Source: an optimization exercise on an open RTL-to-GDS flow (aim: small area, a short achievable clock period and few clock cycles per item). Production flows keep margins and buffers that such runs may drop. Where RTL was checked, it was by simulation tests only, not by an equivalence proof against the original. Power figures rest on the tool's default switching activity, not on a simulated workload.

Setup of rev 12:
Design start_byte_frame_reassembler, start of the top module:
module start_byte_frame_reassembler #(
  parameter int FRAME_BYTES = sbfr_pkg::FRAME_BYTES_DEF,
  parameter int SLOTS       = sbfr_pkg::SLOTS_DEF
) (
  input  logic                   clk,
  input  logic                   rst_n,
  input  logic                   cfg_wr_en,
  input  logic [7:0]             cfg_wr_data,
  input  logic                   in_tvalid,
  output logic                   in_tready,
  input  logic [sbfr_pkg::IN_TDATA_W-1:0]  in_tdata,
  input  logic                   in_tuser,
  input  logic                   in_tlast,
  output logic                   out_tvalid,
  input  logic                   out_tready,
  output logic [sbfr_pkg::OUT_TDATA_W-1:0] out_tdata,
  output logic                   out_tlast
);
Size: roughly 3100 flip-flops, ~97000 um2 of cells after synthesis.
Settings: LEC_CHECK=0, CAP_MARGIN=20, CORE_MARGIN=2, CORE_UTILIZATION=60, CTS_BUF_LIST=sky130_fd_sc_hd__clkbuf_8, CTS_CLUSTER_DIAMETER=50, CTS_CLUSTER_SIZE=16, SETUP_SLACK_MARGIN=3.35, SLEW_MARGIN=20; clock period 6.0 ns.
run.sh (not shown) runs the stock make flow with config.mk's settings and CLKGATE_MAP_FILE= SYNTH_SCRIPT=/design/flow/synth_recipe.tcl, a recipe that flattens the netlist after the stock synthesis.
What rev 13 does differently from rev 12 at the input level:
- swapping 60 for 40 in CORE_UTILIZATION
Notes after the runs:
Rev 13 has completed all stages; timing, DRC and antenna checks passed. Diff rev 12 -> rev 13 | worst IR drop on VDD | increase of 1.2%. Summary — count of clock buffers in the final design, rev 13 relative to rev 12: lower, by about 3%. Compared with rev 12, rev 13 shows half-perimeter wire length of the detailed placement result lower by 4.3 mm. Going from rev 12 to rev 13, the worst-skew pair later-pin latency was found to have gone up by 0.02 ns. The maximum clock frequency of rev 13 is lower than that of rev 12.
No run of this note included a check of the RTL's function; only the layout flow was run.

---

start_byte_frame_reassembler, a different RTL version from the one above (not shown whole).
Size in the first run: about 4200 cells after synthesis, about 74 I/O pins, roughly 97000 um2 of cells after synthesis.
Settings: LEC_CHECK=0, CAP_MARGIN=20, CORE_MARGIN=2, CORE_UTILIZATION=40, CTS_BUF_LIST=sky130_fd_sc_hd__clkbuf_8, CTS_CLUSTER_DIAMETER=50, CTS_CLUSTER_SIZE=16, SETUP_SLACK_MARGIN=3.55, SLEW_MARGIN=20; clock period 6.0 ns.
==> next run, changes <==
Settings changed: PLACE_DENSITY set to 0.75, SETUP_SLACK_MARGIN 3.55 to 3.45.
Design area drops by a few percent.
Worst setup slack got worse by 0.084 ns.
First-iteration DRC count climbs by about a fifth.
Worst hold slack is about the same.
Maximum frequency drops by a few percent.
Clock skew climbs by 0.018 ns.
Area after synthesis is unchanged.
Cell count drops slightly.
Flip-flop and latch count does not change.
==> next run, changes <==
Settings changed: PLACE_DENSITY 0.75 to not set.
What happened: Power climbs by 0.67%. Cell area climbs by about 0.5%. Sequential cell count does not change. First-iteration DRC count drops by about 18%.
No run of this note included a check of the RTL's function; only the layout flow was run.

---

Another version of the RTL of start_byte_frame_reassembler (not shown whole).
For scale: roughly 4000 cells after synthesis, about 3000 flip-flops, roughly 74 I/O pins, roughly 0.096 sq mm of cells after synthesis.
clock: 6.0 ns
lec_check: 0
cap_margin: 20
core_margin: 2
core_utilization: 40
cts_buf_list: sky130_fd_sc_hd__clkbuf_8
cts_cluster_diameter: 50
cts_cluster_size: 16
setup_slack_margin: 2.5
slew_margin: 20
Testbench counts at the start, summed over its fixed seeds: cycles 31,989, items 30,995.
==> next run, changes <==
SETUP_SLACK_MARGIN = 3.3   (was 2.5)
After rerunning: The changed run completed with no timing, DRC or antenna violations. Wire length grows by a few percent. Power grows slightly. Global-route usage grows by 0.48 points. Core utilization grows by 2.0 points. Clock skew grows by 0.0091 ns. Synthesized area is unchanged. Setup slack improved by 0.72 ns. Die area does not change. Cell area grows by a few percent.

---

start_byte_frame_reassembler, a different RTL version from the one above (not shown whole).
Size in the first run: about 4100 cells after synthesis, about 74 I/O pins, roughly 96000 sq um of cells after synthesis.
==> flow/config.mk <==
export PLATFORM = sky130hd
export DESIGN_NAME = start_byte_frame_reassembler
export DESIGN_NICKNAME = start_byte_frame_reassembler
export VERILOG_FILES = /design/flow/design.v
export SDC_FILE = /design/flow/constraint.sdc
export NUM_CORES = 4
export LEC_CHECK = 0
export CAP_MARGIN = 20
export CORE_MARGIN = 2
export CORE_UTILIZATION = 40
export CTS_BUF_LIST = sky130_fd_sc_hd__clkbuf_8
export CTS_CLUSTER_DIAMETER = 50
export CTS_CLUSTER_SIZE = 20
export SETUP_SLACK_MARGIN = 3.3
export SLEW_MARGIN = 20
==> flow/constraint.sdc <==
create_clock -name core_clock -period 6.0 [get_ports {clk}]
set_input_delay 1.2000 -clock core_clock [delete_from_list [all_inputs] [get_ports {clk}]]
set_output_delay 1.2000 -clock core_clock [all_outputs]
set_load 0.01 [all_outputs]
The first run ran to the end with no violations.
Change:
CORE_UTILIZATION = 60   (was 40)
CTS_CLUSTER_SIZE = 16   (was 20)
SETUP_SLACK_MARGIN = 3.6   (was 3.3)
- design area goes up by about 1%
- critical path depth is unchanged
- power increases by 0.34%
- synthesized cell count stays the same
No run of this note included a check of the RTL's function; only the layout flow was run.

## separate check: timing with driven ports
In the flow no input, the clock included, has a driving cell. The finished layouts below were timed again as built, in two steps.
Step 1: set_driving_cell puts a clkbuf_16 on clk and a buf_2 on each other input, an assumption about the parent block.
Step 2 moves the port delays by t, midway between the first and last clock arrival at a register: inputs arrive t later, outputs are due t later. That takes back most of the time a late clock gives input paths.
Three values: no drivers, after step 1, after step 2; two values: the first two.
run | t (ns) | setup slack, ns | worst register clock-pin slew, ns
rev 12 | 0.992 | 3.249 / 3.239 / 2.572 | 0.11 / 0.11
rev 13 | 1.018 | 3.216 / 3.216 / 2.591 | 0.10 / 0.10
the first run of note 2 | 1.022 | 3.352 / 3.261 / 2.822 | 0.10 / 0.10
the second run of note 2 | 1.018 | 3.269 / 3.269 / 2.562 | 0.11 / 0.11
the third run of note 2 | 1.028 | 3.356 / 3.268 / 2.901 | 0.11 / 0.11
the first run of note 3 | 1.058 | 2.504 / 2.504 / 1.745 | 0.10 / 0.10
the second run of note 3 | 1.044 | 3.221 / 3.144 / 2.511 | 0.10 / 0.10
the first run of note 4 | 1.019 | 2.659 / 2.659 / 1.911 | 0.12 / 0.12
the second run of note 4 | 1.000 | 2.662 / 2.662 / 2.022 | 0.10 / 0.10
After both steps every run listed still meets setup and hold. For the first run of note 3, which loses most, drivers alone change the setup slack by 0.000 ns; drivers and shift together by -0.759 ns.
